Background: an optimization exercise with open tools, aiming at small area. Do not read the settings as production practice.
Where RTL was checked, it was by simulation tests only, not by an equivalence proof against the original.
The RTL of run 1 was laid out without a check of its function.
Power is estimated from default activity; no workload was simulated.

File: design.v
`timescale 1ns/10ps
module frame_dec_top #(
    parameter logic [31:0] SYNC_WORD = 32'h1234_807F,
    parameter int          K_HASHES  = 5
) (
    input  logic        USER_CLK,
    input  logic        SYSTEM_RESET,
    input  logic        cs_i,
    input  logic [31:0] rx_data_i,
    output logic        synched_o,
    output logic        busy_o,
    output logic [7:0]  byte_o,
    output logic        byte_valid_o,
    output logic [31:0] frame_count_o
);
    logic [2:0]  pm_q;
    logic        prev_ok_q;   
    logic        hit_q;
    logic [1:0]  off_q;       
    logic        syn_q;
    logic        rdy_q;
    logic [4:0]  cnt_q;
    logic        shift;
    logic [3:0]  m;
    logic [1:0]  m_off;
    logic        release_w;
    assign shift = cs_i & ~rdy_q;
    assign m[0] = prev_ok_q && pm_q[0] && rx_data_i[7:0]  == SYNC_WORD[31:24];
    assign m[1] = prev_ok_q && pm_q[1] && rx_data_i[15:0] == SYNC_WORD[31:16];
    assign m[2] = prev_ok_q && pm_q[2] && rx_data_i[23:0] == SYNC_WORD[31:8];
    assign m[3] = rx_data_i == SYNC_WORD;
    assign m_off = m[0] ? 2'd0 : m[1] ? 2'd1 : m[2] ? 2'd2 : 2'd3;
    always_ff @(posedge USER_CLK)
    begin
        if (cs_i)
        begin
            pm_q[0] <= rx_data_i[31:8]  == SYNC_WORD[23:0];
            pm_q[1] <= rx_data_i[31:16] == SYNC_WORD[15:0];
            pm_q[2] <= rx_data_i[31:24] == SYNC_WORD[7:0];
        end
    end
    always_ff @(posedge USER_CLK)
    begin
        if (SYSTEM_RESET)
        begin
            prev_ok_q <= 1'b0;
            hit_q     <= 1'b0;
            syn_q     <= 1'b0;
            rdy_q     <= 1'b0;
        end
        else if (cs_i)
        begin
            if (rdy_q)
            begin
                if (release_w)
                    rdy_q <= 1'b0;
            end
            else
            begin
                prev_ok_q <= ~syn_q;   
                hit_q     <= ~syn_q & (|m);
                if (syn_q)
                begin
                    if (cnt_q == 5'd31)
                    begin
                        syn_q <= 1'b0;
                        rdy_q <= 1'b1;
                    end
                end
                else if (hit_q)
                    syn_q <= 1'b1;
            end
        end
    end
    logic [5:0] ntog;
    always_comb
    begin
        ntog[0] = shift & syn_q;
        for (int i = 0; i < 5; i++)
            ntog[i+1] = ntog[i] & cnt_q[i];
    end
    always_ff @(posedge USER_CLK)
    begin
        if (SYSTEM_RESET)
            cnt_q <= '0;
        else
            cnt_q <= cnt_q ^ ntog[4:0];
    end
    always_ff @(posedge USER_CLK)
    begin
        if (shift && !syn_q && !hit_q)
            off_q <= m_off;
    end
    logic [1:0]  a;
    logic [1:0]  a1;
    logic [31:0] rr;      
    logic [3:0]  g;
    logic [31:0] ws;      
    logic [23:0] kill;    
    logic [23:0] acc_q;
    assign a  = (syn_q | hit_q) ? off_q : m_off;
    assign a1 = a + 2'd1;
    assign rr = 32'({rx_data_i, rx_data_i} >> {a1, 3'b000});
    assign g  = {1'b1, a != 2'd0, a[1], a == 2'd3};
    logic [3:0]    hi;
    logic [7:0]    lo;
    logic [2:0][6:0] lg;
    always_comb
    begin
        for (int h = 0; h < 4; h++)
            hi[h] = shift && syn_q && cnt_q[4:3] == 2'(h);
        for (int l = 0; l < 8; l++)
            lo[l] = cnt_q[2:0] == 3'(l);
        for (int j = 0; j < 3; j++)
            for (int y = 0; y < 7; y++)
                lg[j][y] = g[j] ? lo[y+1] : lo[y];
        ws[0] = shift & ~syn_q & ~hit_q;
        ws[1] = shift & ~syn_q & hit_q;
        for (int n = 2; n < 32; n++)
            ws[n] = hi[(n - 2) >> 3] & lo[(n - 2) & 7];
    end
    assign kill[0] = ((g[0] ? ws[1] : ws[0]) & ~rr[1]) | ((g[0] ? ws[1] : ws[0]) & ~rr[2]) | ((g[0] ? ws[1] : ws[0]) & ~rr[4]) | ((g[1] ? ws[1] : ws[0]) & ~rr[8]) | ((g[2] ? ws[1] : ws[0]) & ~rr[16]);
    assign kill[1] = ((g[0] ? ws[2] : ws[1]) & ~rr[0]) | ((hi[0] & lg[0][0]) & ~rr[0]) | ((hi[0] & lg[0][2]) & ~rr[1]) | ((hi[0] & lg[0][6]) & ~rr[2]) | ((hi[1] & lg[0][6]) & ~rr[4]);
    assign kill[2] = ((g[1] ? ws[1] : ws[0]) & ~rr[9]) | ((g[2] ? ws[1] : ws[0]) & ~rr[18]) | ((g[0] ? ws[2] : ws[1]) & ~rr[4]) | ((hi[0] & lg[1][0]) & ~rr[8]) | ((hi[0] & lg[2][2]) & ~rr[17]);
    assign kill[3] = ((g[0] ? ws[10] : ws[9]) & ~rr[2]) | ((hi[2] & lg[0][0]) & ~rr[4]) | ((hi[0] & lg[1][2]) & ~rr[8]) | ((hi[0] & lg[2][6]) & ~rr[16]) | ((g[0] ? ws[18] : ws[17]) & ~rr[0]);
    assign kill[4] = ((hi[0] & lg[0][0]) & ~rr[1]) | ((hi[0] & lg[0][2]) & ~rr[3]) | ((hi[0] & lg[0][6]) & ~rr[6]) | ((hi[1] & lg[1][6]) & ~rr[12]) | (ws[1] & ~rr[25]);
    assign kill[5] = ((g[2] ? ws[2] : ws[1]) & ~rr[18]) | ((hi[0] & lg[0][1]) & ~rr[4]) | ((hi[0] & lg[1][4]) & ~rr[9]) | ((hi[1] & lg[2][2]) & ~rr[19]) | ((g[0] ? ws[26] : ws[25]) & ~rr[6]);
    assign kill[6] = ((hi[2] & lg[1][0]) & ~rr[13]) | (ws[5] & ~rr[26]) | ((g[2] ? ws[10] : ws[9]) & ~rr[20]) | ((hi[2] & lg[1][1]) & ~rr[8]) | ((hi[0] & lg[2][4]) & ~rr[16]);
    assign kill[7] = ((hi[1] & lg[0][3]) & ~rr[1]) | ((hi[3] & lg[0][0]) & ~rr[2]) | ((hi[2] & lg[0][2]) & ~rr[4]) | ((hi[0] & lg[1][6]) & ~rr[9]) | ((hi[1] & lg[2][6]) & ~rr[18]);
    assign kill[8] = ((g[0] ? ws[2] : ws[1]) & ~rr[5]) | ((hi[0] & lg[1][0]) & ~rr[10]) | ((hi[0] & lg[2][2]) & ~rr[21]) | ((g[1] ? ws[10] : ws[9]) & ~rr[10]) | ((hi[2] & lg[2][0]) & ~rr[20]);
    assign kill[9] = ((hi[0] & lg[1][3]) & ~rr[8]) | ((hi[1] & lg[2][0]) & ~rr[16]) | ((hi[2] & lg[0][3]) & ~rr[1]) | ((hi[1] & lg[0][0]) & ~rr[3]) | ((hi[2] & lg[0][2]) & ~rr[7]);
    assign kill[10] = ((hi[0] & lg[1][6]) & ~rr[15]) | (ws[17] & ~rr[30]) | (ws[2] & ~rr[29]) | (ws[4] & ~rr[26]) | ((hi[0] & lg[2][5]) & ~rr[21]);
    assign kill[11] = ((hi[1] & lg[1][5]) & ~rr[11]) | ((hi[3] & lg[2][4]) & ~rr[23]) | ((hi[3] & lg[1][3]) & ~rr[14]) | (ws[27] & ~rr[29]) | (ws[22] & ~rr[26]);
    assign kill[12] = ((hi[1] & lg[2][1]) & ~rr[21]) | ((hi[2] & lg[1][5]) & ~rr[11]) | ((hi[1] & lg[2][4]) & ~rr[22]) | ((hi[3] & lg[1][3]) & ~rr[13]) | (ws[27] & ~rr[27]);
    assign kill[13] = ((hi[2] & lg[2][3]) & ~rr[22]) | ((hi[1] & lg[1][1]) & ~rr[13]) | (ws[23] & ~rr[27]) | ((hi[1] & lg[2][3]) & ~rr[22]) | ((hi[3] & lg[1][1]) & ~rr[12]);
    assign kill[14] = (ws[23] & ~rr[24]) | ((hi[1] & lg[2][3]) & ~rr[16]) | ((hi[3] & lg[0][1]) & ~rr[0]) | ((hi[2] & lg[0][4]) & ~rr[0]) | ((hi[1] & lg[0][2]) & ~rr[0]);
    assign kill[15] = ((hi[2] & lg[0][6]) & ~rr[0]) | ((hi[1] & lg[0][6]) & ~rr[1]) | ((g[0] ? ws[1] : ws[0]) & ~rr[3]) | ((g[0] ? ws[1] : ws[0]) & ~rr[6]) | ((g[1] ? ws[1] : ws[0]) & ~rr[12]);
    assign kill[16] = (ws[1] & ~rr[24]) | ((g[2] ? ws[2] : ws[1]) & ~rr[16]) | ((hi[0] & lg[0][1]) & ~rr[0]) | ((hi[0] & lg[0][4]) & ~rr[1]) | ((hi[1] & lg[0][2]) & ~rr[3]);
    assign kill[17] = ((hi[2] & lg[0][6]) & ~rr[6]) | ((hi[1] & lg[1][6]) & ~rr[13]) | (ws[1] & ~rr[27]) | ((g[2] ? ws[2] : ws[1]) & ~rr[22]) | ((hi[0] & lg[1][1]) & ~rr[12]);
    assign kill[18] = (ws[7] & ~rr[25]) | ((hi[1] & lg[2][3]) & ~rr[19]) | ((hi[3] & lg[0][1]) & ~rr[6]) | ((hi[2] & lg[1][4]) & ~rr[12]) | (ws[13] & ~rr[24]);
    assign kill[19] = ((g[2] ? ws[26] : ws[25]) & ~rr[16]) | ((hi[2] & lg[0][1]) & ~rr[1]) | ((hi[0] & lg[0][4]) & ~rr[2]) | ((hi[1] & lg[0][2]) & ~rr[5]) | ((hi[2] & lg[1][6]) & ~rr[10]);
    assign kill[20] = ((hi[1] & lg[2][6]) & ~rr[21]) | ((g[1] ? ws[2] : ws[1]) & ~rr[11]) | ((hi[0] & lg[2][0]) & ~rr[22]) | ((hi[0] & lg[1][3]) & ~rr[13]) | (ws[11] & ~rr[26]);
    assign kill[21] = ((hi[2] & lg[2][3]) & ~rr[21]) | ((hi[1] & lg[1][1]) & ~rr[11]) | ((hi[2] & lg[2][4]) & ~rr[23]) | ((hi[1] & lg[1][3]) & ~rr[14]) | (ws[27] & ~rr[28]);
    assign kill[22] = (ws[22] & ~rr[24]) | ((hi[1] & lg[2][1]) & ~rr[17]) | ((hi[2] & lg[0][5]) & ~rr[3]) | ((hi[1] & lg[0][4]) & ~rr[6]) | ((hi[3] & lg[1][2]) & ~rr[13]);
    assign kill[23] = (ws[25] & ~rr[27]) | ((g[2] ? ws[18] : ws[17]) & ~rr[23]) | ((hi[0] & lg[1][1]) & ~rr[15]) | (ws[7] & ~rr[31]) | (ws[14] & ~rr[31]);
    always_ff @(posedge USER_CLK)
    begin
        acc_q <= (acc_q | {24{ws[0]}}) & ~kill;
    end
    localparam logic [1:0] S_IDLE = 2'd0, S_HASH = 2'd1, S_SRCH = 2'd3, S_DONE = 2'd2;
    logic [1:0]  st_q;
    logic [7:0]  c_q;
    logic [7:0]  tgt_q;
    logic [31:0] count_q;
    logic        code_ok;
    logic        found;
    assign code_ok = acc_q[15:8] == ~acc_q[23:16] &&
                     acc_q[7:0] == {acc_q[16], acc_q[17], acc_q[18], acc_q[19],
                                    acc_q[20], acc_q[21], acc_q[22], acc_q[23]};
    assign found     = (c_q == 8'd0);
    assign release_w = (st_q == S_HASH) && found;
    always_ff @(posedge USER_CLK)
    begin
        if (SYSTEM_RESET)
        begin
            st_q    <= S_IDLE;
        end
        else if (cs_i)
        begin
            case (st_q)
                S_IDLE:
                begin
                    if (rdy_q)
                        st_q <= S_HASH;
                end
                S_HASH:
                begin
                    if (found)
                        st_q <= S_SRCH;
                end
                S_SRCH:
                begin
                    if (found)
                        st_q <= S_DONE;
                end
                default:
                    st_q <= S_IDLE;
            endcase
        end
    end
    logic [32:0] tog;
    always_comb
    begin
        tog[0] = cs_i && st_q == S_SRCH && found;
        for (int i = 0; i < 32; i++)
            tog[i+1] = tog[i] & count_q[i];
    end
    always_ff @(posedge USER_CLK)
    begin
        if (SYSTEM_RESET)
            count_q <= '0;
        else
            count_q <= count_q ^ tog[31:0];
    end
    logic [8:0] ctog;
    logic       c_ld;
    logic       c_ldt;
    assign c_ld  = cs_i && st_q == S_IDLE;
    assign c_ldt = cs_i && st_q == S_HASH && found;
    always_comb
    begin
        ctog[0] = cs_i && st_q != S_IDLE;
        for (int i = 0; i < 8; i++)
            ctog[i+1] = ctog[i] & ~c_q[i];
    end
    always_ff @(posedge USER_CLK)
    begin
        if (c_ld)
            c_q <= 8'd120;
        else if (c_ldt)
            c_q <= tgt_q;
        else
            c_q <= c_q ^ ctog[7:0];
    end
    always_ff @(posedge USER_CLK)
    begin
        if (cs_i && st_q == S_IDLE && rdy_q)
            tgt_q <= code_ok ? acc_q[23:16] : 8'hFF;
    end
    assign synched_o     = syn_q;
    assign busy_o        = (st_q != S_IDLE);
    assign byte_o        = tgt_q;
    assign byte_valid_o  = (st_q == S_DONE);
    assign frame_count_o = count_q;
endmodule
File: flow/run.sh
#!/bin/bash
# The standard layout with three changes:
#  - synthesis is the standard flow's own script, except that ABC maps the logic with
#    flow/abc_map.script, an area-oriented script (the registers come from
#    dfflibmap before ABC runs, so they are the standard synthesis's)
#  - the port buffers use the smallest buffer cell
#  - the clock tree uses small buffers and no dummy loads
set -euo pipefail
W=$PWD
{
    echo 'proc synth {args} { yosys synth -nofsm -noshare {*}$args }'
    echo "proc abc {args} { set i [lsearch -exact \$args -script]; if {\$i >= 0} { lset args [expr {\$i + 1}] $W/flow/abc_map.script }; yosys abc {*}\$args }"
    tail -n +2 "$W/synth_recipe.tcl"
} > "$W/own_synth.tcl"
sed "s#SYNTH_SCRIPT=[^ ]*#SYNTH_SCRIPT=$W/own_synth.tcl#" "$W/standard.sh" > "$W/own_standard.sh"
grep -q "SYNTH_SCRIPT=$W/own_synth.tcl" "$W/own_standard.sh"
export BUFFER_PORTS_ARGS="-buffer_cell sky130_fd_sc_hd__buf_1"
export CTS_ARGS="-sink_clustering_enable -repair_clock_nets -dont_use_dummy_load -root_buf sky130_fd_sc_hd__clkbuf_8 -buf_list sky130_fd_sc_hd__clkbuf_4"
bash "$W/own_standard.sh" > "$W/flow_standard.log" 2>&1
File: flow/abc_map.script
strash
&get -n
&st
&syn3
&dch -f
&put
amap -F 2 -A 8 -m
topo
dnsize -c
File: standard.sh
#!/bin/bash
# synth_recipe.tcl (not shown) runs the flow's synth.tcl, then flattens the netlist and writes it again
# the make line also repeats each setting of config.mk as NAME=value (left out here)
make -C /OpenROAD-flow-scripts/flow DESIGN_CONFIG=/design/flow/config.mk WORK_HOME=/design/flow/orfs CLKGATE_MAP_FILE= SYNTH_SCRIPT=/design/flow/synth_recipe.tcl "${@:-finish}"
File: config.mk
export PLATFORM = sky130hd
export DESIGN_NAME = frame_dec_top
export DESIGN_NICKNAME = frame_dec_top
export VERILOG_FILES = /design/flow/design.v
export SDC_FILE = /design/flow/constraint.sdc
export NUM_CORES = 4
export LEC_CHECK = 0
export CAP_MARGIN = 0
export CORE_MARGIN = 2
export CORE_UTILIZATION = 40
export SLEW_MARGIN = 0
File: constraint.sdc
create_clock -name core_clock -period 8.0 [get_ports {USER_CLK}]
set_input_delay 1.6000 -clock core_clock [delete_from_list [all_inputs] [get_ports {USER_CLK}]]
set_output_delay 1.6000 -clock core_clock [all_outputs]
set_load 0.01 [all_outputs]
==> run summary, run 1 <==
status finished clean; Antenna diodes 0; leakage power 2.000 nW; Layout Nets 783; Fmax achieved 132.5 MHz; switching pwr about 0.00019 W; Sw Ratio 0.2489; IO Pins slightly below 80; Comb power frac 0.080; vias in the first global route 5063; Startpoint Class input port; Critical Path Stages 37; post-synthesis sequential area ratio 0.3691; 1st-pass router iterations 5; post-synthesis cell count roughly 610; Pins Over Slew Limit 0; sequential power share 0.595; Worst Skew 0.02396 ns; CTS tree built; Clk pwr share 0.324; Clock H-tree levels 3; area grow syn2layout 13.72%; global route overflow 0; first-pass GRT wire length ~27000 um; placer congestion estimate 1.037; Die Span Y approximately 120 um; crit end category flop; cell area after placement 5705 sq um; DP HPWL about 14000 um; core area 12570 sq um; Peak VDD IR 0.06665 mV; Async SR Flop Fraction 0; syn avg cell area 8.445 sq um; FF/Latch Area 1892 sq um; most used cell, CP ha_1; WHS Path Cells 1; Filler cells 1260; final instance area 5829 sq um; Hold Buf Count CTS 0; Overall Power 0.0007540 W; post-CTS sizing 0; Netlist cell types 32; detailed-route vias per instance 6.324; Die Wd between 100 and 150 um; WP data required 8.23 ns; final hold violation count 0; Arrival @ worst endpoint around 7.8 ns; post-route ant nets 0; Worst-Skew Late Latency 0.37 ns; pwr/cell area 129.3 nW/um^2; Clock Pin Slew Worst Setup and Hold Paths 0.08 ns; Die Area 13740 sq um; Rows 41; Starting Density 0.4079; share of cells above drive strength 1 0.02849; clock net sink count between 80 and 90; Critical Path Max Stage Delay 0.26 ns; fin crit period 7.545 ns; number of synthesized flops with an enable pin 13; largest net degree at the start of global routing 44; Max Cap Viol 0; hold_sp count_q[31]$_SDFF_PP0_; area of the multi-input gates roughly 3000 sq um; DR WL/cell around 21 um; Reg-to-Reg Start c_q[1]$_SDFF_PP0_; First DRT Iteration DRCs 716; Ys Warns 1; setup TNS 0 ns; Worst-Margin Slew approximately 0.97 ns; final setup fails 0; Clock Tree Root clkbuf_8; Worst Reg2Reg Path Length in Cells 37; IO Port Bufs slightly below 80; final WL 17980 um; Post-synth top flop dfxtp_1; final worst path period share 0.9431; Synth Register Bits 88; CP startpoint cs_i; CP bufs+invs 3; CP Max Fanout 2; syn_nets just under 700; Reg2Reg Setup Slack 1.26 ns; CP Class input port to flop; DRC errors left 0; Int Pwr between 0.0005 and 0.0006 W; top cell family by delay on the critical path adder cells; Hold Crit Class flop to flop; # Post-CTS Setup Buffers 0; CTS Buffer Depth 2; Tot GR Track Use 0.2641; Via Count approximately 5500; CP max-delay cell ha_1; slew margin rel. 0.3559; TritonCTS buffer count 9; Post-Syn Area approximately 5100 sq um; RSZ-0062 raised after global routing false; initial antenna violation count 0
==> per-stage QoR <==
step | hold slack (ns) | instances | setup WS, ns | utilization
final | 0.4940 | 874 | 0.4549 | 0.4638
after global routing | 0.5310 | 874 | 0.07743 | 0.4638
after CTS | 0.4872 | 874 | 0.4151 | 0.4638
after detailed placement | 0.4744 | 865 | 0.05006 | 0.4540
after global placement | 0.4704 | 865 | 0.1548 | 0.4540
after floorplan | 0.4658 | 607 | 0.5746 | -
==> cell families (layout without fill, tap and decap cells) <==
| logic type | after synthesis | in the layout | share of synthesized area |
|---|---|---|---|
| AOI/OAI and AO/OA | 183 | 183 | 0.2424 |
| and+or+nand+nor | 237 | 237 | 0.2409 |
| buffers and inverters | 55 | 150 | 0.04027 |
| adders and majority gates | 44 | 44 | 0.1074 |
| DFF | 88 | 88 | 0.3690 |
==> layout make-up <==
cell class,instances,share of cell area
multi-input combinational,464,0.5205
sequential,88,0.3245
timing repair buffer,86,0.06139
tap,172,0.03692
inverter,55,0.03542
clock buffer,9,0.02125
==> cells in the final DEF, fill, tap and decap left out <==
cell         n
o22ai_1    102
buf_1       76
dfxtp_1     75
nor2_1      57
clkinv_1    55
ha_1        44
nor3_1      35
nor2b_1     35
nand3_1     25
or2_0       20
nand2_1     17
nor4_1      15
edfxtp_1    13
nand4_1     12
o32ai_1     12
a211oi_1    12
or3_1       10
a21oi_1     10
o22a_1      10
a22oi_1      9
clkbuf_8     9
buf_4        9
o21ai_0      7
o221ai_1     7
or4_1        7
a31oi_1      5
o21a_1       3
nor3b_1      2
o22ai_2      1
o221a_1      1
a211o_1      1
a222oi_1     1
a2111oi_0    1
nand2b_1     1
a221oi_1     1
nand3b_1     1
clkbuf_2     1
==> flip-flops by register name (all words and copies together), names as in the netlist <==
signal     count
off_q          2
tgt_q          8
acc_q         24
cnt_q          5
pm_q           3
rdy_q          1
syn_q          1
prev_ok_q      1
hit_q          1
st_q           2
count_q       32
c_q            8
==> synth_stat cells, types with 9 or more instances <==
| master | number | share of area |
|---|---|---|
| o22ai_1 | 103 | 0.13 |
| dfxtp_1 | 75 | 0.29 |
| nor2_1 | 57 | 0.042 |
| clkinv_1 | 55 | 0.040 |
| ha_1 | 44 | 0.11 |
| nor2b_1 | 35 | 0.043 |
| nor3_1 | 35 | 0.034 |
| nand3_1 | 25 | 0.024 |
| or2_0 | 20 | 0.024 |
| nand2_1 | 17 | 0.012 |
| nor4_1 | 15 | 0.018 |
| edfxtp_1 | 13 | 0.076 |
| a211oi_1 | 12 | 0.018 |
| nand4_1 | 12 | 0.015 |
| o32ai_1 | 12 | 0.021 |
| a21oi_1 | 10 | 0.0098 |
| o22a_1 | 10 | 0.017 |
| or3_1 | 10 | 0.012 |
| a22oi_1 | 9 | 0.013 |
==> power by group through the flow <==
stage                      logic, W  clock network [W]  registers, W
final                     0.0000606           0.000244      0.000449
after global routing      0.0000642           0.000267      0.000449
after CTS                 0.0000585           0.000250      0.000449
after detailed placement  0.0000583                  0      0.000459
after global placement    0.0000589                  0      0.000459
after floorplan           0.0000273                  0      0.000459
==> final timing paths <==
path,end
setup / recovery,count_q[30]$_SDFF_PP0_
hold / removal,count_q[31]$_SDFF_PP0_
setup reg to reg,count_q[30]$_SDFF_PP0_
hold reg to reg,count_q[31]$_SDFF_PP0_
==> worst register-to-register path, delay by kind of cell, from the launching register on <==
family | cells | cell delay, ns
and+or+nand+nor | 4 | 0.40
adders and majority gates | 31 | 5.75
buffers and inverters | 2 | 0.13
DFF | 1 | 0.32
==> layer usage <==
layer | part of all wire | up-vias | global-route usage
li1 | - | 2553 | -
met1 | 0.42 | 2583 | 0.3407
met2 | 0.45 | 332 | 0.4207
met3 | 0.091 | 59 | 0.05767
met4 | 0.039 | 0 | 0.1247
met5 | 0 | - | 0
==> run 2, diff against run 1 <==
--- a/design.v
+++ b/design.v
@@ -13,8 +13,7 @@
     output logic        byte_valid_o,
     output logic [31:0] frame_count_o
 );
-    logic [2:0]  pm_q;
-    logic        prev_ok_q;   
+    logic [1:0]  pm_q;
     logic        hit_q;
     logic [1:0]  off_q;       
     logic        syn_q;
@@ -25,25 +24,20 @@
     logic [1:0]  m_off;
     logic        release_w;
     assign shift = cs_i & ~rdy_q;
-    assign m[0] = prev_ok_q && pm_q[0] && rx_data_i[7:0]  == SYNC_WORD[31:24];
-    assign m[1] = prev_ok_q && pm_q[1] && rx_data_i[15:0] == SYNC_WORD[31:16];
-    assign m[2] = prev_ok_q && pm_q[2] && rx_data_i[23:0] == SYNC_WORD[31:8];
+    assign m[0] = pm_q == 2'd1 && rx_data_i[7:0]  == SYNC_WORD[31:24];
+    assign m[1] = pm_q == 2'd2 && rx_data_i[15:0] == SYNC_WORD[31:16];
+    assign m[2] = pm_q == 2'd3 && rx_data_i[23:0] == SYNC_WORD[31:8];
     assign m[3] = rx_data_i == SYNC_WORD;
     assign m_off = m[0] ? 2'd0 : m[1] ? 2'd1 : m[2] ? 2'd2 : 2'd3;
-    always_ff @(posedge USER_CLK)
-    begin
-        if (cs_i)
-        begin
-            pm_q[0] <= rx_data_i[31:8]  == SYNC_WORD[23:0];
-            pm_q[1] <= rx_data_i[31:16] == SYNC_WORD[15:0];
-            pm_q[2] <= rx_data_i[31:24] == SYNC_WORD[7:0];
-        end
-    end
-    always_ff @(posedge USER_CLK)
-    begin
-        if (SYSTEM_RESET)
-        begin
-            prev_ok_q <= 1'b0;
+    logic [1:0] pm_next;
+    assign pm_next = rx_data_i[31:8]  == SYNC_WORD[23:0] ? 2'd1 :
+                     rx_data_i[31:16] == SYNC_WORD[15:0] ? 2'd2 :
+                     rx_data_i[31:24] == SYNC_WORD[7:0]  ? 2'd3 : 2'd0;
+    always_ff @(posedge USER_CLK)
+    begin
+        if (SYSTEM_RESET)
+        begin
+            pm_q      <= 2'd0;
             hit_q     <= 1'b0;
             syn_q     <= 1'b0;
             rdy_q     <= 1'b0;
@@ -57,7 +51,7 @@
             end
             else
             begin
-                prev_ok_q <= ~syn_q;   
+                pm_q      <= syn_q ? 2'd0 : pm_next;   
                 hit_q     <= ~syn_q & (|m);
                 if (syn_q)
                 begin
--- a/config.mk
+++ b/config.mk
@@ -8,4 +8,5 @@
 export CAP_MARGIN = 0
 export CORE_MARGIN = 2
 export CORE_UTILIZATION = 40
+export GPL_TIMING_DRIVEN = 0
 export SLEW_MARGIN = 0
==> run 2 against run 1 <==
  * Critical endpoint unchanged
  * Register-to-register slack improved by 0.12 ns
  * Critical path depth did not move
  * Flip-flop and latch count fell by 2
  * Critical path type unchanged
==> run summary, run 2 <==
pre-CTS WS -0.01422 ns (was 0.05006 ns); slew margin rel. 0.2329 (was 0.3559); vias in the first global route 5022 (was 5063); leading area contributor after synthesis dfxtp_1 (unchanged); share of cells above drive strength 1 0.02017 (was 0.02849); R2R Path End count_q[30]$_SDFF_PP0_ (unchanged); CP Class input port to flop (unchanged); Netlist cell types 36 (was 32); Peak VDD IR 0.06300 mV (was 0.06665 mV); WHS Path Cells 1 (unchanged); global route overflow 0 (unchanged); post-synthesis cell count 606 (was 607); post-CTS sizing 0 (unchanged); crit end category flop (unchanged); Clock Pin Slew Worst Setup and Hold Paths 0.08 ns (about the same); Critical Path Max Stage Delay 0.26 ns (about the same); Layout Nets 775 (was 783); placer congestion estimate 0.9900 (was 1.037); Hold Buf Count CTS 0 (unchanged); RSZ-0062 raised after global routing false (unchanged); final worst path period share 0.9512 (was 0.9431); most common cell after layout, fill and taps aside o22ai_1 (unchanged); Post-Syn Area 5081 sq um (was 5126 sq um); Fmax achieved 131.4 MHz (was 132.5 MHz); cell area after placement 5625 sq um (was 5705 sq um); final instance area 5749 sq um (was 5829 sq um); WP data required 8.23 ns (about the same); Filler cells 1329 (was 1260); FF/Latch Area 1822 sq um (was 1892 sq um); Worst Skew 0.03019 ns (was 0.02396 ns); most frequent cells in the layout o22ai_1 (104), dfxtp_1 (76), buf_1 (76) (was o22ai_1 (102), buf_1 (76), dfxtp_1 (75)); status finished clean (unchanged); 1st-pass router iterations 5 (unchanged); CP Max Fanout 4 (was 2); DP HPWL 12920 um (was 13840 um); Starting Density 0.4059 (was 0.4079); Die Span Y 116.7 um (was 117.2 um); Startpoint Class input port (unchanged); largest net degree at the start of global routing 45 (was 44); setup TNS 0 ns (unchanged); Worst Reg2Reg Path Length in Cells 37 (unchanged); final hold violation count 0 (unchanged); IO Pins 78 (unchanged); Max Cap Viol 0 (unchanged); met3 usage 0.04515 (was 0.05767); IO Port Bufs 77 (unchanged); post-synthesis sequential area ratio 0.3585 (was 0.3691); Ys Warns 1 (unchanged); final WL 16550 um (was 17980 um); Reg-to-Reg Start c_q[1]$_SDFF_PP0_ (unchanged); initial antenna violation count 0 (unchanged); DR WL/cell 19.11 um (was 20.57 um); Antenna diodes 0 (unchanged); CTS Buffer Depth 2 (unchanged); core area 12520 sq um (was 12570 sq um); end of the critical path count_q[30]$_SDFF_PP0_ (unchanged); area of the multi-input gates 3080 sq um (was 3034 sq um); Async SR Flop Fraction 0 (unchanged); top cell family by delay on the critical path adder cells (unchanged); Clock Tree Root clkbuf_8 (unchanged); Worst-Margin Slew 1.142 ns (was 0.9662 ns); Synth Register Bits 86 (was 88); main area contributors after synthesis dfxtp_1 (30%), o22ai_1 (13%), ha_1 (11%) (was dfxtp_1 (29%), o22ai_1 (13%), ha_1 (11%)); syn avg cell area 8.385 sq um (was 8.445 sq um); Die Wd 116.7 um (was 117.2 um); area grow syn2layout 13.15% (was 13.72%); met2 GRT Util 0.4046 (was 0.4207); leakage power 1.912 nW (was 2.000 nW); Arrival @ worst endpoint 7.84 ns (was 7.77 ns); Commonest cells post-synth o22ai_1 (105), dfxtp_1 (76), nor2_1 (55) (was o22ai_1 (103), dfxtp_1 (75), nor2_1 (57)); fin util 0.4593 (was 0.4638); Worst-Skew Late Latency 0.37 ns (about the same); TritonCTS buffer count 9 (unchanged); Tot GR Track Use 0.2507 (was 0.2641); CP startpoint cs_i (unchanged); most used cell, CP ha_1 (unchanged); syn_nets 685 (was 686); Reg2Reg Setup Slack 1.38 ns (was 1.26 ns); Hold Crit Class flop to flop (unchanged); most numerous cell in the Yosys netlist o22ai_1 (unchanged); CP bufs+invs 3 (unchanged); Rows 41 (unchanged); Die Area 13620 sq um (was 13740 sq um); worst setup margin 0.3908 ns (was 0.4549 ns); # Post-CTS Setup Buffers 0 (unchanged); max FFs per register 32 (unchanged); busiest layer in global routing met2 (unchanged); CTS tree built (unchanged); Via Count 5408 (was 5527); largest registers count_q: 32 flops, acc_q: 24 flops (unchanged); fin crit period 7.609 ns (was 7.545 ns); Post-synth top flop dfxtp_1 (unchanged); First DRT Iteration DRCs 669 (was 716); clock net sink count 86 (was 88); met1 usage 0.3323 (was 0.3407); Critical Path Stages 37 (unchanged); first-pass GRT wire length 26700 um (was 27410 um); final setup fails 0 (unchanged); number of synthesized flops with an enable pin 10 (was 13); DRC errors left 0 (unchanged); Biggest register count_q (unchanged); post-route ant nets 0 (unchanged); Synth top area share 0.2994 (was 0.2929); CP max-delay cell ha_1 (unchanged); Clock H-tree levels 3 (unchanged); pwr/cell area 126.9 nW/um^2 (was 129.3 nW/um^2); Overall Power 0.0007296 W (was 0.0007540 W); Pins Over Slew Limit 0 (unchanged); detailed-route vias per instance 6.245 (was 6.324)
## run 2: cell count changes in the layout (fill, tap and decap cells not counted), sizes merged, moves of 3 or more
cell | before | now
nand2 | 17 | 14
buf | 85 | 79
a22oi | 9 | 5
nor4 | 15 | 20
o221ai | 7 | 4
nor3 | 35 | 39
a31oi | 5 | 9
edfxtp | 13 | 10
clkinv | 55 | 50
a211oi | 12 | 8
o21a | 3 | 0
o22a | 10 | 14
## run 2: worst min-delay path by stage
stage	slack (ns)	to	start
after floorplan	0.44	pm_q[0]$_SDFFE_PP0P_	pm_q[0]$_SDFFE_PP0P_
after global placement	0.45	count_q[31]$_SDFF_PP0_	count_q[31]$_SDFF_PP0_
after detailed placement	0.46	count_q[31]$_SDFF_PP0_	count_q[31]$_SDFF_PP0_
after CTS	0.48	count_q[31]$_SDFF_PP0_	count_q[31]$_SDFF_PP0_
after global routing	0.52	count_q[31]$_SDFF_PP0_	count_q[31]$_SDFF_PP0_
final	0.47	count_q[31]$_SDFF_PP0_	count_q[31]$_SDFF_PP0_
## run 2: layer usage
metal,routed length (um),vias to the layer above
met3,1394,47
met4,656,0
met1,7088,2510
li1,-,2558
met2,7414,293
met5,0,-
## run 2: worst reg2reg max path, delay by kind of cell, from the launching register on
family	cells	cell delay (ns)
adder cells (fa/ha/maj)	31	5.70
AND/OR/NAND/NOR	4	0.36
flip-flops	1	0.32
buffers and inverters	2	0.15
## run 2: kinds of logic after synthesis
group,Yosys count,share of synthesized area
AOI/OAI and AO/OA,182,0.2418
xor gates and xnor gates,1,0.001724
and+or+nand+nor,243,0.2527
DFF,86,0.3585
adders and majority gates,44,0.1083
buffers and inverters,50,0.03694
## run 2: area by class of cell
type                            count  share of cell area
Sequential cell                    86              0.3169
Multi-Input combinational cell    470              0.5358
Timing Repair Buffer               79             0.05571
Tap cell                          172             0.03743
Inverter                           50             0.03264
Clock buffer                        9             0.02155
## run 2: report_power, final
group | switching [W] | internal, W
logic | 0.0000403 | 0.0000161
registers | 0.0000000206 | 0.000435
clock network | 0.000137 | 0.000101
## run 2: metrics by stage
| stage | hold slack (ns) | instances |
|---|---|---|
| after floorplan | 0.4389 | 606 |
| after global placement | 0.4527 | 855 |
| after detailed placement | 0.4555 | 857 |
| after CTS | 0.4799 | 866 |
| after global routing | 0.5159 | 866 |
| final | 0.4726 | 866 |
==> run 3, diff against run 2 <==
--- a/config.mk
+++ b/config.mk
@@ -8,5 +8,4 @@
 export CAP_MARGIN = 0
 export CORE_MARGIN = 2
 export CORE_UTILIZATION = 40
-export GPL_TIMING_DRIVEN = 0
 export SLEW_MARGIN = 0
==> run 3 against run 2 <==
  * Synthesized cell count unchanged
  * Combinational power grew 1%
  * Critical path type unchanged
  * Worst setup slack better by 0.033 ns
  * Non-clock buffer count increased by 6
==> run summary, run 3 <==
DP HPWL 13430 um (was 12920 um); number of synthesized flops with an enable pin 10 (unchanged); Ys Warns 1 (unchanged); cell area after placement 5653 sq um (was 5625 sq um); Arrival @ worst endpoint 7.82 ns (was 7.84 ns); crit end category flop (unchanged); status finished clean (unchanged); detailed-route vias per instance 6.257 (was 6.245); WP data required 8.24 ns (was 8.23 ns); global route overflow 0 (unchanged); Async SR Flop Fraction 0 (unchanged); largest net degree at the start of global routing 45 (unchanged); Max Cap Viol 0 (unchanged); Via Count 5456 (was 5408); Hold Buf Count CTS 0 (unchanged); # Post-CTS Setup Buffers 0 (unchanged); Hold Crit Class flop to flop (unchanged); DRC errors left 0 (unchanged); final instance area 5777 sq um (was 5749 sq um); fin crit period 7.576 ns (was 7.609 ns); Synth Register Bits 86 (unchanged); RSZ-0062 raised after global routing false (unchanged); DR WL/cell 20.00 um (was 19.11 um); TritonCTS buffer count 9 (unchanged); Clock Tree Root clkbuf_8 (unchanged); Netlist cell types 36 (unchanged); CP Class input port to flop (unchanged); syn_nets 685 (unchanged); most common cell after layout, fill and taps aside o22ai_1 (unchanged); CP Max Fanout 4 (unchanged); Overall Power 0.0007367 W (was 0.0007296 W); clock net sink count 86 (unchanged); IO Port Bufs 77 (unchanged); Critical Path Max Stage Delay 0.26 ns (about the same); syn avg cell area 8.385 sq um (unchanged); fin util 0.4615 (was 0.4593); vias in the first global route 5007 (was 5022); Starting Density 0.4059 (unchanged); Rows 41 (unchanged); most numerous cell in the Yosys netlist o22ai_1 (unchanged); Peak VDD IR 0.05585 mV (was 0.06300 mV); post-CTS sizing 0 (unchanged); core area 12520 sq um (unchanged); main area contributors after synthesis dfxtp_1 (30%), o22ai_1 (13%), ha_1 (11%) (unchanged); pwr/cell area 127.5 nW/um^2 (was 126.9 nW/um^2); leakage power 1.937 nW (was 1.912 nW); Fmax achieved 132.0 MHz (was 131.4 MHz); Die Area 13620 sq um (unchanged); Biggest register count_q (unchanged); Pins Over Slew Limit 0 (unchanged); Clock H-tree levels 3 (unchanged); final WL 17440 um (was 16550 um); Startpoint Class input port (unchanged); first-pass GRT wire length 27310 um (was 26700 um); CTS tree built (unchanged); placer congestion estimate 0.9865 (was 0.9900); final hold violation count 0 (unchanged); Synth top area share 0.2994 (unchanged); initial antenna violation count 0 (unchanged); Worst Skew 0.01732 ns (was 0.03019 ns); leading area contributor after synthesis dfxtp_1 (unchanged); 1st-pass router iterations 8 (was 5); Clock Pin Slew Worst Setup and Hold Paths 0.09 ns (was 0.08 ns); Die Span Y 116.7 um (unchanged); setup TNS 0 ns (unchanged); largest registers count_q: 32 flops, acc_q: 24 flops (unchanged); post-synthesis cell count 606 (unchanged); Post-Syn Area 5081 sq um (unchanged); area grow syn2layout 13.69% (was 13.15%); Worst-Skew Late Latency 0.37 ns (about the same); max FFs per register 32 (unchanged); Commonest cells post-synth o22ai_1 (105), dfxtp_1 (76), nor2_1 (55) (unchanged); IO Pins 78 (unchanged); post-route ant nets 0 (unchanged); Min Hold Slack 0.4789 ns (was 0.4726 ns); slew margin rel. 0.3686 (was 0.2329); Tot GR Track Use 0.2619 (was 0.2507); post-synthesis sequential area ratio 0.3585 (unchanged); CTS Buffer Depth 2 (unchanged); CP max-delay cell ha_1 (unchanged); Post-synth top flop dfxtp_1 (unchanged); final worst path period share 0.9470 (was 0.9512); most frequent cells in the layout o22ai_1 (104), dfxtp_1 (76), buf_1 (76) (unchanged); most used cell, CP ha_1 (unchanged); share of cells above drive strength 1 0.02714 (was 0.02017); Layout Nets 781 (was 775); Worst-Margin Slew 0.9471 ns (was 1.142 ns); First DRT Iteration DRCs 744 (was 669); final setup fails 0 (unchanged); Antenna diodes 0 (unchanged); Die Wd 116.7 um (unchanged)
run 3: cells by family after synthesis:
logic type                 after synthesis  synth area share
AOI/OAI and AO/OA                      182            0.2418
DFF                                     86            0.3585
buffers and inverters                   50           0.03694
adders and majority gates               44            0.1083
xor gates and xnor gates                 1          0.001724
and+or+nand+nor                        243            0.2527
run 3: layer usage:
| layer | routed length (um) | track usage |
|---|---|---|
| met1 | 7514 | 0.3384 |
| met2 | 8026 | 0.4328 |
| met3 | 1254 | 0.03944 |
| met4 | 643 | 0.1176 |
| met5 | 0 | 0 |
run 3: worst paths after layout:
kind | from | to | slack (ns) | cells after the start
worst max-delay path | cs_i | count_q[30]$_SDFF_PP0_ | 0.42 | 37
worst min register to register | count_q[31]$_SDFF_PP0_ | count_q[31]$_SDFF_PP0_ | 0.48 | 1
worst min-delay path | count_q[31]$_SDFF_PP0_ | count_q[31]$_SDFF_PP0_ | 0.48 | 1
worst max register to register | c_q[0]$_SDFF_PP0_ | count_q[30]$_SDFF_PP0_ | 1.32 | 37
run 3: critical path: cells and delay by family:
| family | cells | cell delay (ns) |
|---|---|---|
| buffers and inverters | 3 | 0.27 |
| and+or+nand+nor | 3 | 0.23 |
| adders and majority gates | 31 | 5.74 |
run 3: metrics by stage:
stage,cells,worst slack [ns]
finish,872,0.4237
floorplan,606,0.5783
detailed placement,863,0.003237
global placement,863,0.1932
CTS,872,0.3801
global route,872,0.006979
run 3: area by class of cell:
type / instances / area [sq um]
clock buffers: 9 / 123.9
fillers: 1313 / 6740
inverters: 50 / 187.7
multi-input cells: 470 / 3078
flip-flops and latches: 86 / 1822
well taps: 172 / 215.2
repair buffers: 85 / 350.3
run 3: power breakdown:
part / internal [W] / switching [W]
clock network: 0.000101 / 0.000144
registers: 0.000435 / 0.0000000187
logic: 0.0000163 / 0.0000409
total: 0.000552 / 0.000185
==> run 4, diff against run 3 <==
==> flow/run.sh (replaced) <==
#!/bin/bash
# The standard layout with three changes:
#  - synthesis is the standard flow's own script, except that ABC maps the logic with
#    flow/abc_map.script, an area-oriented script, and adders are left to
#    ABC instead of being mapped to half-adder cells first (the registers
#    come from dfflibmap before ABC runs, so they are the standard
#    synthesis's)
#  - the port buffers use the smallest buffer cell
#  - the clock tree uses small buffers and no dummy loads
set -euo pipefail
W=$PWD
{
    echo 'proc synth {args} { yosys synth -nofsm -noshare {*}$args }'
    echo "proc abc {args} { set i [lsearch -exact \$args -script]; if {\$i >= 0} { lset args [expr {\$i + 1}] $W/flow/abc_map.script }; yosys abc {*}\$args }"
    tail -n +2 "$W/synth_recipe.tcl"
} > "$W/own_synth.tcl"
sed -e "s#SYNTH_SCRIPT=[^ ]*#SYNTH_SCRIPT=$W/own_synth.tcl#" \
    -e "s#CLKGATE_MAP_FILE= #CLKGATE_MAP_FILE= ADDER_MAP_FILE= #" "$W/standard.sh" > "$W/own_standard.sh"
grep -q "SYNTH_SCRIPT=$W/own_synth.tcl" "$W/own_standard.sh"
grep -q "ADDER_MAP_FILE= " "$W/own_standard.sh"
export BUFFER_PORTS_ARGS="-buffer_cell sky130_fd_sc_hd__buf_1"
export CTS_ARGS="-sink_clustering_enable -repair_clock_nets -dont_use_dummy_load -root_buf sky130_fd_sc_hd__clkbuf_8 -buf_list sky130_fd_sc_hd__clkbuf_4"
bash "$W/own_standard.sh" > "$W/flow_standard.log" 2>&1
--- a/config.mk
+++ b/config.mk
@@ -8,4 +8,5 @@
 export CAP_MARGIN = 0
 export CORE_MARGIN = 2
 export CORE_UTILIZATION = 40
+export GPL_TIMING_DRIVEN = 0
 export SLEW_MARGIN = 0
==> run 4 against run 3 <==
  * Still clean
  * Flip-flop and latch count is the same
  * Via count grew 3.2%
  * Critical path depth down 23
  * Global-route usage is 1.2 points higher
  * Critical path type unchanged
  * Largest cell class unchanged
==> run summary, run 4 <==
placer congestion estimate 0.9304 (was 0.9865); Critical Path Max Stage Delay 0.89 ns (was 0.26 ns); Biggest register count_q (unchanged); CTS tree built (unchanged); fin util 0.4638 (was 0.4615); First DRT Iteration DRCs 845 (was 744); CP Class input port to flop (unchanged); Pins Over Slew Limit 0 (unchanged); Hold EP count_q[31]$_SDFF_PP0_ (unchanged); Via Count 5631 (was 5456); post-synthesis sequential area ratio 0.3709 (was 0.3585); TritonCTS buffer count 9 (unchanged); Min Hold Slack 0.4626 ns (was 0.4789 ns); most numerous cell in the Yosys netlist nor2_1 (was o22ai_1); RSZ-0062 raised after global routing false (unchanged); DP HPWL 13720 um (was 13430 um); Netlist cell types 35 (was 36); setup TNS 0 ns (unchanged); Worst-Margin Slew 0.9923 ns (was 0.9471 ns); IO Pins 78 (unchanged); IO Port Bufs 77 (unchanged); largest net degree at the start of global routing 45 (unchanged); final setup fails 0 (unchanged); Async SR Flop Fraction 0 (unchanged); fin crit period 7.031 ns (was 7.576 ns); Arrival @ worst endpoint 7.23 ns (was 7.82 ns); Peak VDD IR 0.06063 mV (was 0.05585 mV); pre-CTS WS 0.8427 ns (was 0.003237 ns); Commonest cells post-synth nor2_1 (118), o22ai_1 (99), dfxtp_1 (76) (was o22ai_1 (105), dfxtp_1 (76), nor2_1 (55)); Post-synth top flop dfxtp_1 (unchanged); Tot GR Track Use 0.2735 (was 0.2619); DR WL/cell 19.83 um (was 20.00 um); Overall Power 0.0007355 W (was 0.0007367 W); Worst Reg2Reg Path Length in Cells 13 (was 37); Ys Warns 1 (unchanged); post-synthesis cell count 661 (was 606); 1st-pass router iterations 7 (was 8); CP startpoint rx_data_i[8] (was cs_i); Synth Register Bits 86 (unchanged); post-route ant nets 0 (unchanged); Clock Tree Root clkbuf_8 (unchanged); final WL 17780 um (was 17440 um); detailed-route vias per instance 6.278 (was 6.257); Hold Crit Class flop to flop (unchanged); final hold violation count 0 (unchanged); hold_sp count_q[31]$_SDFF_PP0_ (unchanged); max FFs per register 32 (unchanged); Worst Skew 0.02325 ns (was 0.01732 ns); first-pass GRT wire length 27820 um (was 27310 um); post-CTS sizing 0 (unchanged); Die Area 13180 sq um (was 13620 sq um); Synth top area share 0.3097 (was 0.2994); core area 12010 sq um (was 12520 sq um); leading area contributor after synthesis dfxtp_1 (unchanged); syn_nets 696 (was 685); Clock H-tree levels 3 (unchanged); most common cell after layout, fill and taps aside nor2_1 (was o22ai_1); CP cell instances buf_1, or3_1, or4b_1, nor4_1, nor2_1, o22ai_2, buf_8, clkinv_1, nor2_1, clkinv_1, o22ai_1, or3_1, nor3_1, a2111oi_0; pwr/cell area 132.0 nW/um^2 (was 127.5 nW/um^2); worst setup margin 0.9686 ns (was 0.4237 ns); Startpoint Class input port (unchanged); leakage power 1.606 nW (was 1.937 nW); Post-Syn Area 4912 sq um (was 5081 sq um); most frequent cells in the layout nor2_1 (117), o22ai_1 (97), dfxtp_1 (76), buf_1 (76), nor3_1 (65) (was o22ai_1 (104), dfxtp_1 (76), buf_1 (76)); Fmax achieved 142.2 MHz (was 132.0 MHz); DRC errors left 0 (unchanged); Reg-to-Reg Start pm_q[0]$_SDFFE_PP0P_ (was c_q[0]$_SDFF_PP0_); Worst-Skew Late Latency 0.37 ns (about the same); Hold Buf Count CTS 0 (unchanged); R2R Path End acc_q[8]$_DFF_P_ (was count_q[30]$_SDFF_PP0_); share of cells above drive strength 1 0.02133 (was 0.02714); Die Wd 114.8 um (was 116.7 um); WP data required 8.20 ns (was 8.24 ns); largest registers count_q: 32 flops, acc_q: 24 flops (unchanged); initial antenna violation count 0 (unchanged); Max Cap Viol 0 (unchanged); Die Span Y 114.8 um (was 116.7 um); global route overflow 0 (unchanged); CP max-delay cell nor2_1 (was ha_1); status finished clean (unchanged); Clock Pin Slew Worst Setup and Hold Paths 0.07 ns (was 0.09 ns); Layout Nets 787 (was 781); crit end category flop (unchanged); WHS Path Cells 1 (unchanged); vias in the first global route 5175 (was 5007); area grow syn2layout 13.40% (was 13.69%); CP Max Fanout 38 (was 4); syn avg cell area 7.431 sq um (was 8.385 sq um); Antenna diodes 0 (unchanged); slew margin rel. 0.3344 (was 0.3686); Reg2Reg Setup Slack 2.28 ns (was 1.32 ns); Starting Density 0.4090 (was 0.4059); clock net sink count 86 (unchanged); # Post-CTS Setup Buffers 0 (unchanged); number of synthesized flops with an enable pin 10 (unchanged); Rows 40 (was 41); main area contributors after synthesis dfxtp_1 (31%), o22ai_1 (13%), nor2_1 (9.0%) (was dfxtp_1 (30%), o22ai_1 (13%), ha_1 (11%)); CTS Buffer Depth 2 (unchanged); final worst path period share 0.8789 (was 0.9470)
run 4: changes by cell type in the layout (fill, tap and decap cells not counted), moves of 16 or more:
cell,previous run,this run
nor2b_1,36,2
ha_1,44,0
nor3_1,39,65
nand3_1,25,9
and3_1,0,27
nor2_1,55,117
run 4: area by class of cell:
type / instances / area [sq um]
multi-input cells: 513 / 2873
repair buffers: 80 / 335.3
inverters: 62 / 232.7
flip-flops and latches: 86 / 1822
well taps: 147 / 183.9
fillers: 1262 / 6441
clock buffers: 9 / 123.9
run 4: kinds of logic after synthesis:
group | count (synthesis) | synth area share
and+or+nand+nor | 318 | 0.3197
DFF | 86 | 0.3709
AOI/OAI and AO/OA | 195 | 0.2621
buffers and inverters | 62 | 0.04738
run 4: worst max-delay path by stage:
stage | to
finish | acc_q[8]$_DFF_P_
global route | acc_q[8]$_DFF_P_
CTS | acc_q[8]$_DFF_P_
detailed placement | acc_q[8]$_DFF_P_
global placement | acc_q[8]$_DFF_P_
floorplan | acc_q[9]$_DFF_P_
run 4: where the power goes:
part	switching (W)	leakage, nW	internal (W)
sequential	0.000000192	0.672	0.000435
combinational	0.0000407	0.869	0.0000168
clock	0.000142	0.0647	0.000101
run 4: through the flow:
stage | area (sq um) | cells
after floorplan | 4912 | 661
after global placement | 5385 | 885
after detailed placement | 5446 | 888
after CTS | 5570 | 897
after global routing | 5570 | 897
final | 5570 | 897
run 4: worst max-delay path: cells and delay by family:
family	cells	cell delay [ns]
AND/OR/NAND/NOR	7	2.60
buffers and inverters	4	1.67
AO/OA/AOI/OAI	3	1.34
run 4: routing by layer:
layer	share of wire	GRT usage	routed length, um
met5	0	0	0
met4	0.029	0.09317	507
met3	0.081	0.06431	1440
met2	0.46	0.4387	8113
met1	0.43	0.3637	7723
==> run 5, diff against run 4 <==
--- a/design.v
+++ b/design.v
@@ -14,10 +14,14 @@
     output logic [31:0] frame_count_o
 );
     logic [1:0]  pm_q;
+    logic [1:0]  fs_q;        
     logic        hit_q;
     logic [1:0]  off_q;       
     logic        syn_q;
     logic        rdy_q;
+    assign hit_q = fs_q == 2'd1;
+    assign syn_q = fs_q == 2'd2;
+    assign rdy_q = fs_q == 2'd3;
     logic [4:0]  cnt_q;
     logic        shift;
     logic [3:0]  m;
@@ -38,31 +42,27 @@
         if (SYSTEM_RESET)
         begin
             pm_q      <= 2'd0;
-            hit_q     <= 1'b0;
-            syn_q     <= 1'b0;
-            rdy_q     <= 1'b0;
+            fs_q      <= 2'd0;
         end
         else if (cs_i)
         begin
             if (rdy_q)
             begin
                 if (release_w)
-                    rdy_q <= 1'b0;
+                    fs_q <= 2'd0;
             end
             else
             begin
-                pm_q      <= syn_q ? 2'd0 : pm_next;   
-                hit_q     <= ~syn_q & (|m);
+                pm_q <= syn_q ? 2'd0 : pm_next;   
                 if (syn_q)
                 begin
                     if (cnt_q == 5'd31)
-                    begin
-                        syn_q <= 1'b0;
-                        rdy_q <= 1'b1;
-                    end
+                        fs_q <= 2'd3;
                 end
                 else if (hit_q)
-                    syn_q <= 1'b1;
+                    fs_q <= 2'd2;
+                else
+                    fs_q <= {1'b0, |m};
             end
         end
     end
@@ -187,7 +187,7 @@
     begin
         tog[0] = cs_i && st_q == S_SRCH && found;
         for (int i = 0; i < 32; i++)
-            tog[i+1] = tog[i] & count_q[i];
+            tog[i+1] = (i == 15) ? tog[0] & (&count_q[15:0]) : tog[i] & count_q[i];
     end
     always_ff @(posedge USER_CLK)
     begin
==> run 5 against run 4 <==
  * Still clean
  * Global-route usage is 0.26 points higher
  * Clock skew is 0.0044 ns lower
  * Sequential power is 0.9% lower
  * First-iteration DRC count is 16% lower
  * Core utilization hardly changed
  * Non-clock buffer count stayed put
  * Combinational power is 6.4% higher
  * Cell count is 0.78% lower
  * Worst hold slack better by 0.017 ns
  * Critical endpoint is now acc_q[12]$_DFF_P_
  * Highest routed layer unchanged
==> run summary, run 5 <==
status finished clean (unchanged); number of synthesized flops with an enable pin 10 (unchanged); WP data required 8.19 ns (was 8.20 ns); global route overflow 0 (unchanged); most frequent cells in the layout nor2_1 (118), o22ai_1 (95), buf_1 (76) (was nor2_1 (117), o22ai_1 (97), dfxtp_1 (76), buf_1 (76), nor3_1 (65)); IO Port Bufs 77 (unchanged); final WL 17980 um (was 17780 um); Biggest register count_q (unchanged); most numerous cell in the Yosys netlist nor2_1 (unchanged); worst setup margin 0.8202 ns (was 0.9686 ns); DRC errors left 0 (unchanged); largest registers count_q: 32 flops, acc_q: 24 flops (unchanged); Async SR Flop Fraction 0 (unchanged); Clock Pin Slew Worst Setup and Hold Paths 0.09 ns (was 0.07 ns); leading area contributor after synthesis dfxtp_1 (unchanged); Die Span Y 114.8 um (about the same); CTS Buffer Depth 2 (unchanged); Fmax achieved 139.3 MHz (was 142.2 MHz); RSZ-0062 raised after global routing false (unchanged); core area 12010 sq um (unchanged); syn_nets 689 (was 696); Clock H-tree levels 3 (unchanged); Hold Crit Class flop to flop (unchanged); first-pass GRT wire length 28200 um (was 27820 um); Netlist cell types 40 (was 35); largest net degree at the start of global routing 44 (was 45); syn avg cell area 7.507 sq um (was 7.431 sq um); R2R Path End acc_q[12]$_DFF_P_ (was acc_q[8]$_DFF_P_); Die Wd 114.8 um (about the same); CP cell instances buf_1, or3_1, or3_1, nor3_1, a41oi_1, o22ai_2, buf_8, clkinv_1, nor2_1, clkinv_1, o22ai_1, or3_1, nor3_1, a2111oi_0 (was buf_1, or3_1, or4b_1, nor4_1, nor2_1, o22ai_2, buf_8, clkinv_1, nor2_1, clkinv_1, o22ai_1, or3_1, nor3_1, a2111oi_0); Filler cells 1240 (was 1262); CTS tree built (unchanged); Layout Nets 780 (was 787); Worst-Margin Slew 1.018 ns (was 0.9923 ns); Worst-Skew Late Latency 0.38 ns (was 0.37 ns); crit end category flop (unchanged); WHS Path Cells 1 (unchanged); Worst Reg2Reg Path Length in Cells 14 (was 13); Pins Over Slew Limit 0 (unchanged); post-route ant nets 0 (unchanged); CP startpoint rx_data_i[14] (was rx_data_i[8]); Clock Tree Root clkbuf_8 (unchanged); hold_sp c_q[7]$_SDFF_PP0_ (was count_q[31]$_SDFF_PP0_); Hold Buf Count CTS 0 (unchanged); final setup fails 0 (unchanged); Peak VDD IR 0.05143 mV (was 0.06063 mV); pwr/cell area 133.0 nW/um^2 (was 132.0 nW/um^2); pre-CTS WS 0.7157 ns (was 0.8427 ns); detailed-route vias per instance 6.396 (was 6.278); CP max-delay cell nor2_1 (unchanged); initial antenna violation count 0 (unchanged); main area contributors after synthesis dfxtp_1 (31%), o22ai_1 (12%), nor2_1 (9.1%) (was dfxtp_1 (31%), o22ai_1 (13%), nor2_1 (9.0%)); leakage power 1.626 nW (was 1.606 nW); CP Class input port to flop (unchanged); most common cell after layout, fill and taps aside nor2_1 (unchanged); DR WL/cell 20.20 um (was 19.83 um); Reg-to-Reg Start fs_q[1]$_SDFFE_PP0P_ (was pm_q[0]$_SDFFE_PP0P_); Ys Warns 1 (unchanged); Reg2Reg Setup Slack 1.99 ns (was 2.28 ns); Starting Density 0.4088 (was 0.4090); IO Pins 78 (unchanged); First DRT Iteration DRCs 711 (was 845); share of cells above drive strength 1 0.02153 (was 0.02133); placed insts 881 (was 888); post-synthesis cell count 654 (was 661); Worst Skew 0.01881 ns (was 0.02325 ns); max FFs per register 32 (unchanged); Commonest cells post-synth nor2_1 (119), o22ai_1 (97), dfxtp_1 (75) (was nor2_1 (118), o22ai_1 (99), dfxtp_1 (76)); Tot GR Track Use 0.2761 (was 0.2735); Hold EP c_q[7]$_SDFF_PP0_ (was count_q[31]$_SDFF_PP0_); vias in the first global route 5180 (was 5175); most used cell, CP or3_1; Post-Syn Area 4910 sq um (was 4912 sq um); Arrival @ worst endpoint 7.37 ns (was 7.23 ns); fin crit period 7.180 ns (was 7.031 ns); DP HPWL 13840 um (was 13720 um); slew margin rel. 0.3161 (was 0.3344); Post-synth top flop dfxtp_1 (unchanged); Synth Register Bits 85 (was 86); Post-Layout Cell Count 890 (was 897); Synth top area share 0.3058 (was 0.3097); final hold violation count 0 (unchanged); area grow syn2layout 13.40% (about the same); post-synthesis sequential area ratio 0.3670 (was 0.3709); TritonCTS buffer count 9 (unchanged); Max Cap Viol 0 (unchanged); post-CTS sizing 0 (unchanged); CP Max Fanout 38 (unchanged); # Post-CTS Setup Buffers 0 (unchanged); 1st-pass router iterations 5 (was 7); Min Hold Slack 0.4795 ns (was 0.4626 ns); final worst path period share 0.8975 (was 0.8789); clock net sink count 85 (was 86); Startpoint Class input port (unchanged); Rows 40 (unchanged); Via Count 5692 (was 5631); placer congestion estimate 1.003 (was 0.9304); Antenna diodes 0 (unchanged); Die Area 13180 sq um (about the same); Critical Path Max Stage Delay 0.91 ns (was 0.89 ns)
run 5: power breakdown:
| part | switching [W] | internal [W] | total (W) |
|---|---|---|---|
| clock | 0.000147 | 0.000101 | 0.000248 |
| sequential | 0.000000585 | 0.000431 | 0.000431 |
| combinational | 0.0000434 | 0.0000176 | 0.0000611 |
run 5: per-stage QoR:
stage,setup TNS (ns),total power [W],utilization,area [sq um]
after CTS,0,0.0007444,0.4635,5568
final,0,0.0007403,0.4635,5568
after global placement,-29.75,0.0004993,0.4481,5383
after detailed placement,0,0.0005003,0.4532,5444
after floorplan,0,0.0004690,-,4910
after global routing,0,0.0007643,0.4635,5568
run 5: kinds of logic after synthesis:
logic type	share of synthesized area
AO/OA/AOI/OAI	0.2709
buffers and inverters	0.04128
flip-flops	0.3670
AND/OR/NAND/NOR	0.3208
run 5: area by class of cell:
cell class,instances,area [sq um],share of cell area
sequential,85,1802,0.3236
tap,147,183.9,0.03303
clock buffer,9,123.9,0.02225
multi-input combinational,515,2920,0.5245
timing repair buffer,80,335.3,0.06022
inverter,54,202.7,0.03640
run 5: critical path: cells and delay by family:
kind	cells	cell delay, ns
buffers and inverters	4	1.72
AO/OA/AOI/OAI	4	1.87
AND/OR/NAND/NOR	6	2.17
run 5: per-layer routing:
layer	track usage	part of all wire	up-vias
met4	0.1478	0.049	0
met1	0.3703	0.43	2626
met3	0.04270	0.081	69
li1	-	-	2706
met2	0.4292	0.44	291
met5	0	0	-
run 5: how the worst max path moves through the flow:
| stage | cells past startpoint | endpoint | slack (ns) |
|---|---|---|---|
| global route | 15 | acc_q[12]$_DFF_P_ | 0.53 |
| floorplan | 12 | acc_q[5]$_DFF_P_ | 0.76 |
| CTS | 14 | acc_q[12]$_DFF_P_ | 1.08 |
| global placement | 13 | acc_q[12]$_DFF_P_ | -1.75 |
| detailed placement | 14 | acc_q[12]$_DFF_P_ | 0.72 |
| finish | 14 | acc_q[12]$_DFF_P_ | 0.82 |
==> run 6, diff against run 5 <==
--- a/design.v
+++ b/design.v
@@ -13,10 +13,13 @@
     output logic        byte_valid_o,
     output logic [31:0] frame_count_o
 );
+    logic [1:0]  x_q;
     logic [1:0]  pm_q;
+    logic [1:0]  off_q;
     logic [1:0]  fs_q;        
     logic        hit_q;
-    logic [1:0]  off_q;       
+    assign pm_q  = x_q;
+    assign off_q = x_q;
     logic        syn_q;
     logic        rdy_q;
     assign hit_q = fs_q == 2'd1;
@@ -32,16 +35,18 @@
     assign m[1] = pm_q == 2'd2 && rx_data_i[15:0] == SYNC_WORD[31:16];
     assign m[2] = pm_q == 2'd3 && rx_data_i[23:0] == SYNC_WORD[31:8];
     assign m[3] = rx_data_i == SYNC_WORD;
-    assign m_off = m[0] ? 2'd0 : m[1] ? 2'd1 : m[2] ? 2'd2 : 2'd3;
+    assign m_off = (|m[2:0]) ? pm_q - 2'd1 : 2'd3;
     logic [1:0] pm_next;
-    assign pm_next = rx_data_i[31:8]  == SYNC_WORD[23:0] ? 2'd1 :
-                     rx_data_i[31:16] == SYNC_WORD[15:0] ? 2'd2 :
-                     rx_data_i[31:24] == SYNC_WORD[7:0]  ? 2'd3 : 2'd0;
-    always_ff @(posedge USER_CLK)
-    begin
-        if (SYSTEM_RESET)
-        begin
-            pm_q      <= 2'd0;
+    logic [3:1] pe;
+    assign pe[1] = rx_data_i[31:8]  == SYNC_WORD[23:0];
+    assign pe[2] = rx_data_i[31:16] == SYNC_WORD[15:0];
+    assign pe[3] = rx_data_i[31:24] == SYNC_WORD[7:0];
+    assign pm_next = {pe[2] | pe[3], pe[1] | pe[3]};
+    always_ff @(posedge USER_CLK)
+    begin
+        if (SYSTEM_RESET)
+        begin
+            x_q       <= 2'd0;
             fs_q      <= 2'd0;
         end
         else if (cs_i)
@@ -53,16 +58,21 @@
             end
             else
             begin
-                pm_q <= syn_q ? 2'd0 : pm_next;   
                 if (syn_q)
                 begin
                     if (cnt_q == 5'd31)
+                    begin
                         fs_q <= 2'd3;
+                        x_q  <= 2'd0;   
+                    end
                 end
                 else if (hit_q)
                     fs_q <= 2'd2;
                 else
+                begin
                     fs_q <= {1'b0, |m};
+                    x_q  <= (|m) ? m_off : pm_next;
+                end
             end
         end
     end
@@ -79,11 +89,6 @@
             cnt_q <= '0;
         else
             cnt_q <= cnt_q ^ ntog[4:0];
-    end
-    always_ff @(posedge USER_CLK)
-    begin
-        if (shift && !syn_q && !hit_q)
-            off_q <= m_off;
     end
     logic [1:0]  a;
     logic [1:0]  a1;
==> run 6 against run 5 <==
  * Synthesized cell count shrank 2.4%
  * Flip-flop and latch count shrank 2
  * Synthesized area shrank 1.9%
  * Count of clock-buffer cells in the layout is the same
  * Global-route usage shrank 0.81 points
  * Fmax grew 1.6%
  * Power shrank 0.27%
  * Critical path depth grew 4
  * Non-clock buffer count is the same
  * Via count shrank 1.4%
  * Register-to-register slack lost 0.12 ns
  * Critical path type unchanged
==> run summary, run 6 <==
CP Max Fanout 33 (was 38); most common cell after layout, fill and taps aside o22ai_1 (was nor2_1); CTS Buffer Depth 2 (unchanged); Startpoint Class input port (unchanged); DP HPWL 13400 um (was 13840 um); CP Class input port to flop (unchanged); end of the critical path acc_q[18]$_DFF_P_ (was acc_q[12]$_DFF_P_); syn_nets 673 (was 689); largest net degree at the start of global routing 44 (unchanged); Starting Density 0.4059 (was 0.4088); post-CTS sizing 0 (unchanged); most numerous cell in the Yosys netlist o22ai_1 (was nor2_1); Tot GR Track Use 0.2679 (was 0.2761); Clock Tree Root clkbuf_8 (unchanged); DR WL/cell 20.04 um (was 20.20 um); post-route ant nets 0 (unchanged); Ys Warns 1 (unchanged); Commonest cells post-synth o22ai_1 (108), nor2_1 (101), dfxtp_1 (75) (was nor2_1 (119), o22ai_1 (97), dfxtp_1 (75)); leakage power 1.600 nW (was 1.626 nW); status finished clean (unchanged); Reg2Reg Setup Slack 1.87 ns (was 1.99 ns); crit end category flop (unchanged); leading area contributor after synthesis dfxtp_1 (unchanged); CTS tree built (unchanged); Worst Skew 0.02163 ns (was 0.01881 ns); Hold Crit Class flop to flop (unchanged); cell area after placement 5346 sq um (was 5444 sq um); Layout Nets 764 (was 780); post-synthesis sequential area ratio 0.3617 (was 0.3670); WP data required 8.24 ns (was 8.19 ns); final hold violation count 0 (unchanged); Post-synth top flop dfxtp_1 (unchanged); main area contributors after synthesis dfxtp_1 (31%), o22ai_1 (14%), nor2_1 (7.9%) (was dfxtp_1 (31%), o22ai_1 (12%), nor2_1 (9.1%)); # Post-CTS Setup Buffers 0 (unchanged); Post-Layout Cell Count 874 (was 890); 1st-pass router iterations 6 (was 5); Overall Power 0.0007384 W (was 0.0007403 W); Die Wd 113.7 um (was 114.8 um); initial antenna violation count 0 (unchanged); Antenna diodes 0 (unchanged); slew margin rel. 0.2772 (was 0.3161); IO Pins 78 (unchanged); Arrival @ worst endpoint 7.31 ns (was 7.37 ns); Reg-to-Reg Start fs_q[1]$_SDFFE_PP0P_ (unchanged); first-pass GRT wire length 27120 um (was 28200 um); final setup fails 0 (unchanged); Filler cells 1260 (was 1240); RSZ-0062 raised after global routing false (unchanged); Async SR Flop Fraction 0 (unchanged); First DRT Iteration DRCs 637 (was 711); placer congestion estimate 0.9897 (was 1.003); final worst path period share 0.8836 (was 0.8975); clock net sink count 83 (was 85); max FFs per register 32 (unchanged); Clock H-tree levels 3 (unchanged); Worst Reg2Reg Path Length in Cells 14 (unchanged); final instance area 5470 sq um (was 5568 sq um); placed insts 865 (was 881); Post-Syn Area 4815 sq um (was 4910 sq um); Synth top area share 0.3119 (was 0.3058); Worst-Skew Late Latency 0.37 ns (was 0.38 ns); Rows 40 (unchanged); Min Hold Slack 0.4755 ns (was 0.4795 ns); pwr/cell area 135.0 nW/um^2 (was 133.0 nW/um^2); fin crit period 7.069 ns (was 7.180 ns); syn avg cell area 7.546 sq um (was 7.507 sq um); Die Area 12930 sq um (was 13180 sq um); DRC errors left 0 (unchanged); Clock Pin Slew Worst Setup and Hold Paths 0.07 ns (was 0.09 ns); area grow syn2layout 13.62% (was 13.40%); share of cells above drive strength 1 0.02201 (was 0.02153)
## run 6: cell types whose count changed after synthesis, sizes merged, moves of 7 or more
cell,delta
a2111oi,-8
o22ai,+11
a21oi,+7
nand2,-8
nor2,-18
## run 6: per-layer routing
metal,global-route usage,up-vias,share of wire
met5,0,-,0
met4,0.1138,0,0.036
met3,0.05473,61,0.076
met2,0.4347,264,0.45
met1,0.3476,2607,0.44
li1,-,2683,-
## run 6: where the power goes
part | internal, W | total [W] | switching, W
Combinational | 0.0000205 | 0.0000700 | 0.0000495
Clock | 0.000101 | 0.000241 | 0.000140
Sequential | 0.000423 | 0.000428 | 0.00000443
## run 6: how the worst min path moves through the flow
stage	end	depth (start not counted)	slack, ns	from
finish	count_q[31]$_SDFF_PP0_	1	0.48	count_q[31]$_SDFF_PP0_
global placement	count_q[31]$_SDFF_PP0_	1	0.45	count_q[31]$_SDFF_PP0_
global route	count_q[31]$_SDFF_PP0_	1	0.52	count_q[31]$_SDFF_PP0_
detailed placement	count_q[31]$_SDFF_PP0_	1	0.46	count_q[31]$_SDFF_PP0_
CTS	count_q[31]$_SDFF_PP0_	1	0.48	count_q[31]$_SDFF_PP0_
floorplan	c_q[7]$_SDFF_PP0_	1	0.45	c_q[7]$_SDFF_PP0_
## run 6: metrics by stage
step | worst slack, ns | TNS, ns | utilization
global route | 0.6735 | 0 | 0.4612
global placement | -1.080 | -15.95 | 0.4458
CTS | 1.125 | 0 | 0.4612
finish | 0.9312 | 0 | 0.4612
detailed placement | 0.7357 | 0 | 0.4507
floorplan | 0.4857 | 0 | -
## run 6: kinds of logic after synthesis
kind of cell           synth area share
and+or+nand+nor                  0.3243
AOI/OAI and AO/OA                0.2765
DFF                              0.3617
buffers and inverters           0.03742
## run 6: critical path, stage by stage
cell and delay, ns:
buf_1 0.13, or3_1 0.37, or4_1 0.45, o32a_1 0.35, nor2_1 0.23, a21oi_1 0.10, or2_0 0.28, o22ai_2 0.23
buf_8 0.24, clkinv_1 0.65, nor2_1 0.78, clkinv_1 0.42, a22oi_1 0.60, o21ai_0 0.22, or2_0 0.29, nor2_1 0.12
nor3_1 0.09, o311a_1 0.15
## run 6: final cells by class
type / count / area, sq um / area share
inverter: 48 / 180.2 / 0.03294
timing repair buffer: 80 / 331.6 / 0.06061
clock buffer: 9 / 123.9 / 0.02264
sequential: 83 / 1742 / 0.3184
multi-input combinational: 507 / 2909 / 0.5318
tap: 147 / 183.9 / 0.03362

Check on run 6: ideal ports give 0.931 ns setup slack; a clkbuf_16 on the clock port and buf_2 on the inputs give 0.944 ns; moving port delays by the midpoint clock arrival (0.391 ns) as well gives 0.554 ns.
